This is an optimization exercise on Yosys and OpenROAD, whose aim is small area, a short achievable clock period and few clock cycles per item, not a production implementation.
Function was checked by simulation only, so behaviour that the tests miss may differ from the original.

==> trial 61 <==
==> flow/design.v <==
module stack_unit #(
  parameter int WIDTH = 16,
  parameter int DEPTH = 256
) (
  input  logic             clk,
  input  logic             reset,
  input  logic             op_valid,
  output logic             op_ready,
  input  logic [3:0]       op_code,
  input  logic [WIDTH-1:0] op_imm,
  input  logic             err_clr,
  output logic [WIDTH-1:0] tos,
  output logic [WIDTH-1:0] nos,
  output logic [$clog2(DEPTH):0] sp,
  output logic             torf,
  output logic             err
);
  localparam int SPW   = $clog2(DEPTH);       
  localparam int CACHE = 16;
  localparam int CW    = $clog2(CACHE);       
  localparam int RW    = DEPTH - CACHE - 2;   
  logic [SPW:0]     sp_q, sp_d;
  logic [SPW:0]     lo_q, lo_d;
  logic [CW:0]      cnt_q, cnt_d;
  logic             sget_q, sget_d;
  logic             needt_q, needt_d;
  logic             needn_q, needn_d;
  logic [SPW-1:0]   raddr_q;
  logic             torf_q, torf_d;
  logic             err_q, err_d;
  logic             pv_q, pv_d;
  logic [SPW-1:0]   pa_q, pa_d;
  logic [WIDTH-1:0] pd_q, pd_d;
  logic [WIDTH-1:0] t_q, t_d;
  logic [WIDTH-1:0] n_q, n_d;
  logic [WIDTH-1:0] slot_q [CACHE];
  logic [WIDTH-1:0] ram_q  [RW];
  logic             ready, acc;
  logic [SPW:0]     k;
  logic             sp_empty, sp_lt2, sp_ge3, sp_full, cfull;
  logic [CW-1:0]    s_lo, epos, cpos, apos, bpos, rpos;
  logic [WIDTH-1:0] A, B, C, E, G, H, W, alu, rdata;
  logic [SPW-1:0]   raddr;
  logic [SPW:0]     sp_m1k, sp_mk, sp_m1;
  logic busy_q, busy_d, ne0_q, ge2_q;
  assign ready    = !busy_q;
  assign acc      = op_valid && ready;
  assign k        = op_imm[SPW:0];
  assign sp_empty = (sp_q == '0);
  assign sp_lt2   = (sp_q < (SPW+1)'(2));
  assign sp_ge3   = (sp_q >= (SPW+1)'(3));
  assign sp_full  = sp_q[SPW];
  assign cfull    = cnt_q[CW];
  assign s_lo  = sp_q[CW-1:0];
  assign epos  = s_lo - CW'(2);
  assign cpos  = s_lo - CW'(3);
  assign apos  = s_lo - CW'(1) - k[CW-1:0];
  assign bpos  = s_lo - CW'(2) - k[CW-1:0];
  assign rpos  = lo_q[CW-1:0] - CW'(1);
  assign A = slot_q[apos];
  assign B = slot_q[bpos];
  assign C = slot_q[cpos];
  assign E = slot_q[epos];
  assign sp_m1k = sp_q - (SPW+1)'(1) - k;
  assign sp_mk  = sp_q - k;
  assign sp_m1  = sp_q - (SPW+1)'(1);
  assign G = (k == '0) ? t_q : (k == (SPW+1)'(1)) ? n_q : A;
  assign H = (k == '0) ? n_q : B;
  localparam int NHI = (RW + 15) / 16;
  logic [SPW-1:0]   raddr_d;
  logic [NHI-1:0]   rhi_q;
  logic [15:0]      rlo_q;
  logic [WIDTH-1:0] rram;
  assign raddr = raddr_q;
  logic [WIDTH-1:0] gdata [NHI];
  always_comb begin
    for (int g = 0; g < NHI; g++) begin
      gdata[g] = '0;
      for (int l = 0; l < 16; l++)
        if (g * 16 + l < RW)
          gdata[g] = gdata[g] | ({WIDTH{rlo_q[l]}} & ram_q[g * 16 + l]);
    end
    rram = '0;
    for (int g = 0; g < NHI; g++)
      rram = rram | ({WIDTH{rhi_q[g]}} & gdata[g]);
  end
  assign rdata = (pv_q && (pa_q == raddr)) ? pd_q : rram;
  always_comb begin
    case (op_code)
      4'h6:    alu = n_q + t_q;
      4'h7:    alu = n_q - t_q;
      4'h8:    alu = n_q & t_q;
      4'h9:    alu = n_q | t_q;
      4'hA:    alu = n_q ^ t_q;
      default: alu = {{(WIDTH-1){1'b0}}, (n_q < t_q)};
    endcase
  end
  logic is_push, is_pop, is_dup, is_get, is_put, is_alu, is_test, is_clr, is_ill;
  assign is_push = (op_code == 4'h1);
  assign is_pop  = (op_code == 4'h2);
  assign is_dup  = (op_code == 4'h3);
  assign is_get  = (op_code == 4'h4);
  assign is_put  = (op_code == 4'h5);
  assign is_alu  = (op_code >= 4'h6) && (op_code <= 4'hB);
  assign is_test = (op_code == 4'hC);
  assign is_clr  = (op_code == 4'hD);
  assign is_ill  = (op_code >= 4'hE);
  logic k_lt_sp, k_gt_sp, k_le_cnt, k_le_cnt1;
  assign k_lt_sp   = (k < sp_q);
  assign k_gt_sp   = (k > sp_q);
  assign k_le_cnt  = (k <= (SPW+1)'(cnt_q));
  assign k_le_cnt1 = (k <= (SPW+1)'(cnt_q) + (SPW+1)'(1));
  logic pushw, popw, pop1, popk, popdeep, getv, putn, putw, putslow, getslow;
  logic zero, fault, evict, r;
  always_comb begin
    pushw   = 1'b0;
    getv    = 1'b0;
    pop1    = 1'b0;
    popk    = 1'b0;
    popdeep = 1'b0;
    putn    = 1'b0;
    putw    = 1'b0;
    putslow = 1'b0;
    getslow = 1'b0;
    zero    = 1'b0;
    fault   = 1'b0;
    if (acc) begin
      if (is_push) begin
        if (sp_full) fault = 1'b1; else pushw = 1'b1;
      end
      if (is_pop) begin
        if (k_gt_sp) begin fault = 1'b1; zero = 1'b1; end
        else if (k_le_cnt) popk = 1'b1;
        else popdeep = 1'b1;
      end
      if (is_dup) begin
        if (sp_full || sp_empty) fault = 1'b1; else pushw = 1'b1;
      end
      if (is_get) begin
        if (sp_full || !k_lt_sp) fault = 1'b1;
        else if (k_le_cnt1) begin pushw = 1'b1; getv = 1'b1; end
        else getslow = 1'b1;
      end
      if (is_put) begin
        if (!k_lt_sp) fault = 1'b1;
        else if (k == (SPW+1)'(1)) putn = 1'b1;
        else if (k == '0) ;
        else if (k_le_cnt1) putw = 1'b1;
        else putslow = 1'b1;
      end
      if (is_alu) begin
        if (sp_lt2) fault = 1'b1; else pop1 = 1'b1;
      end
      if (is_test) begin
        if (sp_empty) fault = 1'b1; else pop1 = 1'b1;
      end
      if (is_clr) zero = 1'b1;
      if (is_ill) fault = 1'b1;
    end
    if (sget_q) pushw = 1'b1;
  end
  assign popw  = pushw && !sp_lt2;    
  assign evict = popw && cfull;
  assign r = !sget_q && !needt_q && !needn_q && !cfull && (lo_q != '0) &&
             !(acc && (((is_push || is_dup || is_get) && (cnt_q == (CW+1)'(CACHE-1))) || is_put));
  always_comb begin
    t_d = t_q;
    n_d = n_q;
    if (sget_q) begin
      t_d = rdata;
      n_d = t_q;
    end else if (needt_q) begin
      t_d = rdata;
    end else if (needn_q) begin
      n_d = rdata;
    end else if (pushw) begin
      n_d = t_q;
      if (is_push)     t_d = op_imm;
      else if (is_dup) t_d = t_q;
      else             t_d = G;
    end else if (pop1) begin
      t_d = is_alu ? alu : n_q;
      n_d = C;
    end else if (popk || popdeep) begin
      t_d = G;
      n_d = H;
    end else if (putn) begin
      n_d = t_q;
    end
  end
  logic dp_t, dp_n;
  assign dp_t = !k_le_cnt1 && (k != sp_q);
  assign dp_n = (k < sp_m1);
  always_comb begin
    sp_d    = sp_q;
    lo_d    = lo_q;
    cnt_d   = cnt_q;
    needt_d = 1'b0;
    needn_d = needn_q && needt_q;
    if (zero) begin
      sp_d  = '0;
      lo_d  = '0;
      cnt_d = '0;
      needn_d = 1'b0;
    end else if (needt_q || needn_q) begin
      lo_d = lo_q - (SPW+1)'(1);
    end else if (pushw) begin
      sp_d = sp_q + (SPW+1)'(1);
      if (evict) begin
        lo_d = lo_q + (SPW+1)'(1);
      end else begin
        lo_d  = lo_q - (SPW+1)'(r);
        cnt_d = cnt_q + (CW+1)'(popw) + (CW+1)'(r);
      end
    end else if (pop1) begin
      sp_d  = sp_q - (SPW+1)'(1);
      lo_d  = lo_q - (SPW+1)'(r);
      cnt_d = cnt_q - (CW+1)'(sp_ge3) + (CW+1)'(r);
    end else if (popk) begin
      sp_d  = sp_mk;
      lo_d  = lo_q - (SPW+1)'(r);
      cnt_d = cnt_q - (CW+1)'(k) + (CW+1)'(r);
    end else if (popdeep) begin
      sp_d    = sp_mk;
      cnt_d   = '0;
      needt_d = dp_t;
      needn_d = dp_n;
      lo_d    = dp_t ? sp_mk : (k == sp_q) ? '0 : sp_m1k;
    end else begin
      lo_d  = lo_q - (SPW+1)'(r);
      cnt_d = cnt_q + (CW+1)'(r);
    end
  end
  logic [SPW-1:0] lo_m1, lo_m2, sp_m2k;
  assign lo_m1  = lo_q[SPW-1:0] - SPW'(1);
  assign lo_m2  = lo_q[SPW-1:0] - SPW'(2);
  assign sp_m2k = sp_m1k[SPW-1:0] - SPW'(1);
  always_comb begin
    if (getslow)                          raddr_d = sp_m1k[SPW-1:0];
    else if (zero)                        raddr_d = '1;
    else if (needt_q || needn_q)          raddr_d = lo_m2;
    else if (evict)                       raddr_d = lo_q[SPW-1:0];
    else if (popdeep)                     raddr_d = dp_t ? sp_m1k[SPW-1:0] :
                                                    (k == sp_q) ? '1 : sp_m2k;
    else                                  raddr_d = r ? lo_m2 : lo_m1;
  end
  always_comb begin
    torf_d  = torf_q;
    if (acc && is_test && !sp_empty) torf_d = (t_q != '0);
    err_d = err_q;
    if (err_clr) err_d = 1'b0;
    if (fault)   err_d = 1'b1;
    sget_d  = getslow;
    busy_d  = getslow || needt_d || needn_d ||
              (needn_q && !needt_q && (lo_q != (SPW+1)'(1))) ||
              (popk && cfull && k[CW] && (lo_q != '0));
    pv_d    = evict || putslow;
    pa_d    = evict ? lo_q[SPW-1:0] : sp_m1k[SPW-1:0];
    pd_d    = evict ? E : t_q;
  end
  always_ff @(posedge clk or negedge reset) begin
    if (!reset) begin
      sp_q    <= '0;
      lo_q    <= '0;
      cnt_q   <= '0;
      sget_q  <= 1'b0;
      needt_q <= 1'b0;
      needn_q <= 1'b0;
      torf_q  <= 1'b0;
      err_q   <= 1'b0;
      pv_q    <= 1'b0;
      busy_q  <= 1'b0;
      ne0_q   <= 1'b0;
      ge2_q   <= 1'b0;
    end else begin
      sp_q    <= sp_d;
      lo_q    <= lo_d;
      cnt_q   <= cnt_d;
      sget_q  <= sget_d;
      needt_q <= needt_d;
      needn_q <= needn_d;
      torf_q  <= torf_d;
      err_q   <= err_d;
      pv_q    <= pv_d;
      busy_q  <= busy_d;
      ne0_q   <= (sp_d != '0);
      ge2_q   <= (sp_d >= (SPW+1)'(2));
    end
  end
  always_ff @(posedge clk) begin
    raddr_q <= raddr_d;
    for (int h = 0; h < NHI; h++) rhi_q[h] <= (raddr_d[SPW-1:4] == (SPW-4)'(h));
    for (int l = 0; l < 16; l++)  rlo_q[l] <= (raddr_d[3:0] == 4'(l));
    pa_q    <= pa_d;
    pd_q    <= pd_d;
    t_q     <= t_d;
    n_q     <= n_d;
  end
  assign W = (acc && is_put) ? t_q : n_q;
  for (genvar j = 0; j < CACHE; j++) begin : g_slot
    logic wsel, rsel;
    assign wsel = (popw && (epos == CW'(j))) ||
                  (putw && (apos == CW'(j)));
    assign rsel = r && (rpos == CW'(j));
    always_ff @(posedge clk) begin
      if (wsel)      slot_q[j] <= W;
      else if (rsel) slot_q[j] <= rdata;
    end
  end
  always_ff @(posedge clk) begin
    if (pv_q) ram_q[pa_q] <= pd_q;
  end
  assign op_ready = ready;
  assign tos      = ne0_q ? t_q : '0;
  assign nos      = ge2_q ? n_q : '0;
  assign sp       = sp_q;
  assign torf     = torf_q;
  assign err      = err_q;
endmodule
==> flow/run.sh <==
#!/bin/bash
# synth_recipe.tcl (not shown) runs the flow's synth.tcl, then flattens the netlist and writes it again
# the make line also repeats each setting of config.mk as NAME=value (left out here)
make -C /OpenROAD-flow-scripts/flow DESIGN_CONFIG=/design/flow/config.mk WORK_HOME=/design/flow/orfs CLKGATE_MAP_FILE= SYNTH_SCRIPT=/design/flow/synth_recipe.tcl finish
==> flow/config.mk <==
export PLATFORM = sky130hd
export DESIGN_NAME = stack_unit
export DESIGN_NICKNAME = stack_unit
export VERILOG_FILES = /design/flow/design.v
export SDC_FILE = /design/flow/constraint.sdc
export NUM_CORES = 4
export LEC_CHECK = 0
export CAP_MARGIN = 20
export CORE_MARGIN = 2
export CORE_UTILIZATION = 45
export SETUP_SLACK_MARGIN = 5
export SLEW_MARGIN = 20
export TNS_END_PERCENT = 100
==> flow/constraint.sdc <==
create_clock -name core_clock -period 10.0 [get_ports {clk}]
set_input_delay 2.0000 -clock core_clock [delete_from_list [all_inputs] [get_ports {clk}]]
set_output_delay 2.0000 -clock core_clock [all_outputs]
set_load 0.01 [all_outputs]
==> trial 6: changes against trial 61 <==
==> flow/design.v, changed modules only <==
module stack_unit #(
  parameter int WIDTH = 16,
  parameter int DEPTH = 256
) (
  input  logic             clk,
  input  logic             reset,
  input  logic             op_valid,
  output logic             op_ready,
  input  logic [3:0]       op_code,
  input  logic [WIDTH-1:0] op_imm,
  input  logic             err_clr,
  output logic [WIDTH-1:0] tos,
  output logic [WIDTH-1:0] nos,
  output logic [$clog2(DEPTH):0] sp,
  output logic             torf,
  output logic             err
);
  localparam int SPW   = $clog2(DEPTH);       
  localparam int CACHE = 16;
  localparam int CW    = $clog2(CACHE);       
  localparam int RW    = DEPTH - CACHE - 2;   
  logic [SPW:0]     sp_q, sp_d;
  logic [SPW:0]     lo_q, lo_d;
  logic [CW:0]      cnt_q, cnt_d;
  logic             sget_q, sget_d;
  logic             sg0_q, dp0_q, dp0_d;
  logic [SPW-1:0]   gaddr_q;
  logic             needt_q, needt_d;
  logic             needn_q, needn_d;
  logic [SPW-1:0]   raddr_q;
  logic             torf_q, torf_d;
  logic             err_q, err_d;
  logic             pv_q, pv_d;
  logic [SPW-1:0]   pa_q, pa_d;
  logic [WIDTH-1:0] pd_q, pd_d;
  logic [WIDTH-1:0] t_q, t_d;
  logic [WIDTH-1:0] n_q, n_d;
  logic [WIDTH-1:0] slot_q [CACHE];
  logic [WIDTH-1:0] ram_q  [RW];
  logic             ready, acc;
  logic [SPW:0]     k;
  logic             sp_empty, sp_lt2, sp_ge3, sp_full, cfull;
  logic [CW-1:0]    s_lo, epos, cpos, apos, bpos, rpos;
  logic [WIDTH-1:0] A, B, C, E, G, H, W, alu, rdata;
  logic [SPW-1:0]   raddr;
  logic [SPW:0]     sp_m1k, sp_mk, sp_m1;
  logic busy_q, busy_d, ne0_q, ge2_q;
  assign ready    = !busy_q;
  assign acc      = op_valid && ready;
  assign k        = op_imm[SPW:0];
  assign sp_empty = (sp_q == '0);
  assign sp_lt2   = (sp_q < (SPW+1)'(2));
  assign sp_ge3   = (sp_q >= (SPW+1)'(3));
  assign sp_full  = sp_q[SPW];
  assign cfull    = cnt_q[CW];
  assign s_lo  = sp_q[CW-1:0];
  assign epos  = s_lo - CW'(2);
  assign cpos  = s_lo - CW'(3);
  assign apos  = s_lo - CW'(1) - k[CW-1:0];
  assign bpos  = s_lo - CW'(2) - k[CW-1:0];
  assign rpos  = lo_q[CW-1:0] - CW'(1);
  assign A = slot_q[apos];
  assign B = slot_q[bpos];
  assign C = slot_q[cpos];
  assign E = slot_q[epos];
  assign sp_m1k = sp_q - (SPW+1)'(1) - k;
  assign sp_mk  = sp_q - k;
  assign sp_m1  = sp_q - (SPW+1)'(1);
  assign G = (k == '0) ? t_q : (k == (SPW+1)'(1)) ? n_q : A;
  assign H = (k == '0) ? n_q : B;
  localparam int NHI = (RW + 15) / 16;
  logic [SPW-1:0]   raddr_d;
  logic [NHI-1:0]   rhi_q;
  logic [15:0]      rlo_q;
  logic [WIDTH-1:0] rram;
  assign raddr = raddr_q;
  logic [WIDTH-1:0] gdata [NHI];
  always_comb begin
    for (int g = 0; g < NHI; g++) begin
      gdata[g] = '0;
      for (int l = 0; l < 16; l++)
        if (g * 16 + l < RW)
          gdata[g] = gdata[g] | ({WIDTH{rlo_q[l]}} & ram_q[g * 16 + l]);
    end
    rram = '0;
    for (int g = 0; g < NHI; g++)
      rram = rram | ({WIDTH{rhi_q[g]}} & gdata[g]);
  end
  assign rdata = (pv_q && (pa_q == raddr)) ? pd_q : rram;
  always_comb begin
    case (op_code)
      4'h6:    alu = n_q + t_q;
      4'h7:    alu = n_q - t_q;
      4'h8:    alu = n_q & t_q;
      4'h9:    alu = n_q | t_q;
      4'hA:    alu = n_q ^ t_q;
      default: alu = {{(WIDTH-1){1'b0}}, (n_q < t_q)};
    endcase
  end
  logic is_push, is_pop, is_dup, is_get, is_put, is_alu, is_test, is_clr, is_ill;
  assign is_push = (op_code == 4'h1);
  assign is_pop  = (op_code == 4'h2);
  assign is_dup  = (op_code == 4'h3);
  assign is_get  = (op_code == 4'h4);
  assign is_put  = (op_code == 4'h5);
  assign is_alu  = (op_code >= 4'h6) && (op_code <= 4'hB);
  assign is_test = (op_code == 4'hC);
  assign is_clr  = (op_code == 4'hD);
  assign is_ill  = (op_code >= 4'hE);
  logic k_lt_sp, k_gt_sp, k_le_cnt, k_le_cnt1;
  assign k_lt_sp   = (k < sp_q);
  assign k_gt_sp   = (k > sp_q);
  assign k_le_cnt  = (k <= (SPW+1)'(cnt_q));
  assign k_le_cnt1 = (k <= (SPW+1)'(cnt_q) + (SPW+1)'(1));
  logic pushw, popw, pop1, popk, popdeep, getv, putn, putw, putslow, getslow;
  logic zero, fault, evict, r;
  always_comb begin
    pushw   = 1'b0;
    getv    = 1'b0;
    pop1    = 1'b0;
    popk    = 1'b0;
    popdeep = 1'b0;
    putn    = 1'b0;
    putw    = 1'b0;
    putslow = 1'b0;
    getslow = 1'b0;
    zero    = 1'b0;
    fault   = 1'b0;
    if (acc) begin
      if (is_push) begin
        if (sp_full) fault = 1'b1; else pushw = 1'b1;
      end
      if (is_pop) begin
        if (k_gt_sp) begin fault = 1'b1; zero = 1'b1; end
        else if (k_le_cnt) popk = 1'b1;
        else popdeep = 1'b1;
      end
      if (is_dup) begin
        if (sp_full || sp_empty) fault = 1'b1; else pushw = 1'b1;
      end
      if (is_get) begin
        if (sp_full || !k_lt_sp) fault = 1'b1;
        else begin
          pushw = 1'b1;
          getv  = 1'b1;
          if (!k_le_cnt1) getslow = 1'b1;
        end
      end
      if (is_put) begin
        if (!k_lt_sp) fault = 1'b1;
        else begin
          if (k == (SPW+1)'(1)) putn = 1'b1;
          if (k >= (SPW+1)'(2) && k <= (SPW+1)'(CACHE+1)) putw = 1'b1;
          if (!k_le_cnt1) putslow = 1'b1;
        end
      end
      if (is_alu) begin
        if (sp_lt2) fault = 1'b1; else pop1 = 1'b1;
      end
      if (is_test) begin
        if (sp_empty) fault = 1'b1; else pop1 = 1'b1;
      end
      if (is_clr) zero = 1'b1;
      if (is_ill) fault = 1'b1;
    end
  end
  assign popw  = pushw && !sp_lt2;    
  logic fill;
  assign fill  = (needt_q || needn_q) && !dp0_q;
  assign evict = popw && cfull;
  assign r = !sget_q && !sg0_q && !needt_q && !needn_q && !cfull && (lo_q != '0) &&
             !(acc && (((is_push || is_dup || is_get) && (cnt_q == (CW+1)'(CACHE-1))) || is_put));
  always_comb begin
    t_d = t_q;
    n_d = n_q;
    if (sget_q) begin
      t_d = rdata;
    end else if (fill && needt_q) begin
      t_d = rdata;
    end else if (fill) begin
      n_d = rdata;
    end else if (pushw) begin
      n_d = t_q;
      if (is_push)     t_d = op_imm;
      else if (is_dup) t_d = t_q;
      else             t_d = G;
    end else if (pop1) begin
      t_d = is_alu ? alu : n_q;
      n_d = C;
    end else if (popk || popdeep) begin
      t_d = G;
      n_d = H;
    end else if (putn) begin
      n_d = t_q;
    end
  end
  logic dp_t, dp_n;
  assign dp_t = !k_le_cnt1 && (k != sp_q);
  assign dp_n = (k < sp_m1);
  always_comb begin
    sp_d    = sp_q;
    lo_d    = lo_q;
    cnt_d   = cnt_q;
    needt_d = needt_q && dp0_q;
    needn_d = needn_q && (needt_q || dp0_q);
    dp0_d   = 1'b0;
    if (zero) begin
      sp_d  = '0;
      lo_d  = '0;
      cnt_d = '0;
      needn_d = 1'b0;
    end else if (fill) begin
      lo_d = lo_q - (SPW+1)'(1);
    end else if (pushw) begin
      sp_d = sp_q + (SPW+1)'(1);
      if (evict) begin
        lo_d = lo_q + (SPW+1)'(1);
      end else begin
        lo_d  = lo_q - (SPW+1)'(r);
        cnt_d = cnt_q + (CW+1)'(popw) + (CW+1)'(r);
      end
    end else if (pop1) begin
      sp_d  = sp_q - (SPW+1)'(1);
      lo_d  = lo_q - (SPW+1)'(r);
      cnt_d = cnt_q - (CW+1)'(sp_ge3) + (CW+1)'(r);
    end else if (popk) begin
      sp_d  = sp_mk;
      lo_d  = lo_q - (SPW+1)'(r);
      cnt_d = cnt_q - (CW+1)'(k) + (CW+1)'(r);
    end else if (popdeep) begin
      sp_d    = sp_mk;
      cnt_d   = '0;
      needt_d = dp_t;
      needn_d = dp_n;
      dp0_d   = dp_t || dp_n;
      lo_d    = dp_t ? sp_mk : (k == sp_q) ? '0 : sp_m1k;
    end else begin
      lo_d  = lo_q - (SPW+1)'(r);
      cnt_d = cnt_q + (CW+1)'(r);
    end
  end
  logic [SPW-1:0] lo_m1, lo_m2;
  assign lo_m1  = lo_q[SPW-1:0] - SPW'(1);
  assign lo_m2  = lo_q[SPW-1:0] - SPW'(2);
  always_comb begin
    if (sg0_q)                            raddr_d = gaddr_q;
    else if (dp0_q)                       raddr_d = lo_m1;
    else if (fill)                        raddr_d = lo_m2;
    else if (evict)                       raddr_d = lo_q[SPW-1:0];
    else                                  raddr_d = r ? lo_m2 : lo_m1;
  end
  always_comb begin
    torf_d  = torf_q;
    if (acc && is_test && !sp_empty) torf_d = (t_q != '0);
    err_d = err_q;
    if (err_clr) err_d = 1'b0;
    if (fault)   err_d = 1'b1;
    sget_d  = sg0_q;
    busy_d  = getslow || sg0_q || needt_d || needn_d ||
              (fill && !needt_q && (lo_q != (SPW+1)'(1))) ||
              (popk && cfull && k[CW] && (lo_q != '0));
    pv_d    = evict || putslow;
    pa_d    = evict ? lo_q[SPW-1:0] : sp_m1k[SPW-1:0];
    pd_d    = evict ? E : t_q;
  end
  always_ff @(posedge clk or negedge reset) begin
    if (!reset) begin
      sp_q    <= '0;
      lo_q    <= '0;
      cnt_q   <= '0;
      sget_q  <= 1'b0;
      sg0_q   <= 1'b0;
      dp0_q   <= 1'b0;
      needt_q <= 1'b0;
      needn_q <= 1'b0;
      torf_q  <= 1'b0;
      err_q   <= 1'b0;
      pv_q    <= 1'b0;
      busy_q  <= 1'b0;
      ne0_q   <= 1'b0;
      ge2_q   <= 1'b0;
    end else begin
      sp_q    <= sp_d;
      lo_q    <= lo_d;
      cnt_q   <= cnt_d;
      sget_q  <= sget_d;
      sg0_q   <= getslow;
      dp0_q   <= dp0_d;
      needt_q <= needt_d;
      needn_q <= needn_d;
      torf_q  <= torf_d;
      err_q   <= err_d;
      pv_q    <= pv_d;
      busy_q  <= busy_d;
      ne0_q   <= (sp_d != '0);
      ge2_q   <= (sp_d >= (SPW+1)'(2));
    end
  end
  always_ff @(posedge clk) begin
    raddr_q <= raddr_d;
    gaddr_q <= sp_m1k[SPW-1:0];
    for (int h = 0; h < NHI; h++) rhi_q[h] <= (raddr_d[SPW-1:4] == (SPW-4)'(h));
    for (int l = 0; l < 16; l++)  rlo_q[l] <= (raddr_d[3:0] == 4'(l));
    pa_q    <= pa_d;
    pd_q    <= pd_d;
    t_q     <= t_d;
    n_q     <= n_d;
  end
  assign W = (acc && is_put) ? t_q : n_q;
  for (genvar j = 0; j < CACHE; j++) begin : g_slot
    logic wsel, rsel;
    assign wsel = (popw && (epos == CW'(j))) ||
                  (putw && (apos == CW'(j)));
    assign rsel = r && (rpos == CW'(j));
    always_ff @(posedge clk) begin
      if (wsel)      slot_q[j] <= W;
      else if (rsel) slot_q[j] <= rdata;
    end
  end
  always_ff @(posedge clk) begin
    if (pv_q) ram_q[pa_q] <= pd_q;
  end
  assign op_ready = ready;
  assign tos      = ne0_q ? t_q : '0;
  assign nos      = ge2_q ? n_q : '0;
  assign sp       = sp_q;
  assign torf     = torf_q;
  assign err      = err_q;
endmodule
--- a/flow/config.mk
+++ b/flow/config.mk
@@ -8,5 +8,7 @@
 export CAP_MARGIN = 20
 export CORE_MARGIN = 2
-export CORE_UTILIZATION = 45
+export CORE_UTILIZATION = 40
+export CTS_CLUSTER_DIAMETER = 80
+export CTS_CLUSTER_SIZE = 22
 export SETUP_SLACK_MARGIN = 5
 export SLEW_MARGIN = 20
==> results.json <==
{
  "status": "complete, no violations",
  "multiInputGateArea_um2": 41500,
  "fin_nets": 11200,
  "required_ns": 10.67,
  "min_to": "torf_q$_DFFE_PN0P_",
  "buffers": 765,
  "n_all_inverters": 96,
  "drt_iter0_drc": 21000
}
-- figures above: trial 6

==> results.json <==
{
  "n_all_inverters": 112,
  "nMultiInputCombCells": 5631,
  "drt_iter0_drc": 19300,
  "status": "complete, no violations",
  "required_ns": 10.65,
  "buffers": 727,
  "cp-startpoint": "rlo_q[13]$_DFF_P_",
  "p_int_mw": 38.7,
  "min_to": "err_q$_DFFE_PN0P_",
  "dieHeight_um": 614,
  "multiInputGateArea_um2": 41600,
  "fin_nets": 11200,
  "synthMostInstantiatedCell": "edfxtp_1"
}
-- figures above: trial 61

Testbench counts of trial 61, summed over its fixed seeds: cycles 24,001, ops 24,000.
Testbench counts of trial 6, summed over its fixed seeds: cycles 24,002, ops 24,000.

-- what the ideal ports hide --
The flow's constraints put no driver on any port. The routed layouts listed below were extracted and timed again, unchanged, in two steps. Step 1: set_driving_cell puts a clkbuf_16 on clk and a buf_2 on each other input, an assumption about the parent block. Step 2 adds t to the input delays and takes it off the output delays; t is the mean of the earliest and latest rising clock arrival at the registers after step 1. Input paths then give back, and output paths get back, about the clock's delay inside the block. a / b / c = ideal ports / drivers / drivers and shift; a / b = the first two.
run	shift t [ns]	setup slack, ns	hold slack, ns	worst register clock-pin slew, ns	worst slew at a driven data input, ns
trial 61	1.063	4.780 / 4.780 / 3.969	0.538 / 0.538 / 0.538	0.08 / 0.08	0.09
trial 6	1.087	4.903 / 4.903 / 3.965	0.533 / 0.533 / 0.533	0.10 / 0.10	0.04
After both steps every run listed still meets setup and hold. For trial 6, which loses most, drivers alone change the setup slack by 0.000 ns; drivers and shift together by -0.938 ns.
